This is an optimization exercise on Yosys and OpenROAD, whose aim is small area, not a production implementation.
Only simulation tests tie the RTL to the original design; equivalence was not proved.
Power and IR drop assume default switching activity.

// tpic_readback
module tpic_readback #(
    parameter int WIDTH   = 432,
    parameter int CLK_DIV = 2
) (
    input  logic             clk_i,
    input  logic             reset_n_i,
    input  logic             start_i,
    input  logic [WIDTH-1:0] data_i,
    input  logic             tpic_miso_i,
    output logic             sclk_o,
    output logic             sout_o,
    output logic             rck_o,
    output logic             busy_o,
    output logic             done_o,
    output logic [WIDTH-1:0] readback_o,
    output logic             mismatch_o,
    output logic [15:0]      error_count_o
);
    localparam int CW = $clog2(4 * WIDTH + 1);
    localparam int EW = $clog2(WIDTH + 1);
    localparam logic [CW-1:0] LAST_CNT = CW'(4 * WIDTH - 1);
    typedef enum logic [1:0] {
        IDLE,
        LOAD,
        RUN,
        FIN
    } state_t;
    state_t           state_q;
    logic [CW-1:0]    cnt_q;       
    logic             cap_q;       
    logic             valid_q;     
    logic             done_q;
    logic [EW-1:0]    errCount_q;
    logic [WIDTH-1:0] imgN_q;      
    wire msb = ~imgN_q[WIDTH-1];
    always_ff @(posedge clk_i or negedge reset_n_i) begin
        if (!reset_n_i) begin
            state_q    <= IDLE;
            cnt_q      <= '0;
            cap_q      <= 1'b0;
            valid_q    <= 1'b0;
            done_q     <= 1'b0;
            errCount_q <= '0;
        end else begin
  ...
export LEC_CHECK = 0
export ABC_AREA = 1
export CAP_MARGIN = 20
export CORE_AREA = 2 2 368 88
export CTS_BUF_LIST = sky130_fd_sc_hd__clkbuf_8
export CTS_CLUSTER_DIAMETER = 60
export CTS_CLUSTER_SIZE = 14
export DIE_AREA = 0 0 370 90
export SLEW_MARGIN = 20
create_clock -name core_clock -period 10.0 [get_ports {clk_i}]
standard.sh (not shown) runs the stock make flow with config.mk's settings and CLKGATE_MAP_FILE= SYNTH_SCRIPT=/design/flow/synth_recipe.tcl, a recipe that flattens the netlist after the stock synthesis.
==> flow/flow/run.sh <==
#!/bin/bash
# The standard layout, except that the port buffers are the platform's
# smallest buffer (buf_1) rather than the one buffer_ports picks by default.
set -euo pipefail
bash standard.sh 'BUFFER_PORTS_ARGS=-buffer_cell sky130_fd_sc_hd__buf_1' finish > standard.log 2>&1
Then changed:
==> flow/run.sh (new file) <==
#!/bin/bash
# synth_recipe.tcl (not shown) runs the flow's synth.tcl, then flattens the netlist and writes it again
# the make line also repeats each setting of config.mk as NAME=value (left out here)
make -C /OpenROAD-flow-scripts/flow DESIGN_CONFIG=/design/flow/config.mk WORK_HOME=/design/flow/orfs CLKGATE_MAP_FILE= SYNTH_SCRIPT=/design/flow/synth_recipe.tcl finish
Settings changed: CORE_AREA 2 2 368 88 to 2 2 368 118, CTS_BUF_LIST sky130_fd_sc_hd__clkbuf_8 to default, CTS_CLUSTER_DIAMETER 60 to default, CTS_CLUSTER_SIZE 14 to default, DIE_AREA 0 0 370 90 to 0 0 370 120.
removed: flow/flow/run.sh
removed: flow/standard.sh
Wire length rose by 14%. Final area rose by 30%. Register-to-register slack loses 0.36 ns. Maximum frequency fell by 10%. Synthesized cell count does not change. Power rose by 24%. Worst hold slack gains 0.028 ns.
Then changed:
==> flow/flow/run.sh (new file) <==
#!/bin/bash
# The standard layout, except that the port buffers are the platform's
# smallest buffer (buf_1) rather than the one buffer_ports picks by default.
set -euo pipefail
bash standard.sh 'BUFFER_PORTS_ARGS=-buffer_cell sky130_fd_sc_hd__buf_1' finish > standard.log 2>&1
==> flow/standard.sh (new file) <==
#!/bin/bash
# synth_recipe.tcl (not shown) runs the flow's synth.tcl, then flattens the netlist and writes it again
# the make line also repeats each setting of config.mk as NAME=value (left out here)
make -C /OpenROAD-flow-scripts/flow DESIGN_CONFIG=/design/flow/config.mk WORK_HOME=/design/flow/orfs CLKGATE_MAP_FILE= SYNTH_SCRIPT=/design/flow/synth_recipe.tcl "${@:-finish}"
Settings changed: CORE_AREA 2 2 368 118 to 2 2 368 88, DIE_AREA 0 0 370 120 to 0 0 370 90.
removed: flow/run.sh
The new run finished clean.
Total power went down by 13%.
Sequential cell count is unchanged.
Clock-buffer cell count went down by 3.
Sequential power is about the same.
Routed wire length went down by about 11%.
Cell count went down by about 4%.
Critical path depth does not change.
Die area went down by 25%.
Utilization went up by 5.2 points.

-- separate check: timing with driven ports --
In the flow no input, the clock included, has a driving cell. The finished layouts below were timed again as built, in two steps.
Step 1 (the two cells are an assumption about what drives the block):
set clk [get_ports {clk_i}]
set_driving_cell -lib_cell sky130_fd_sc_hd__clkbuf_16 $clk
set_driving_cell -lib_cell sky130_fd_sc_hd__buf_2 [delete_from_list [all_inputs] $clk]
Step 2 moves the port delays by t, midway between the first and last clock arrival at a register: inputs arrive t later, outputs are due t later. That takes back most of the time a late clock gives input paths.
a / b / c = no drivers / after step 1 / after step 2; a / b = the first two.
| run | shift t [ns] | setup WS [ns] | latest minus earliest clock arrival (ns) |
|---|---|---|---|
| the first run | 0.639 | 5.261 / 5.202 / 5.606 | 0.027 / 0.027 |
| the second run | 0.599 | 4.733 / 4.678 / 4.926 | 0.020 / 0.020 |
| the third run | 0.591 | 5.270 / 5.205 / 5.578 | 0.021 / 0.022 |
After both steps every run listed still meets setup and hold.
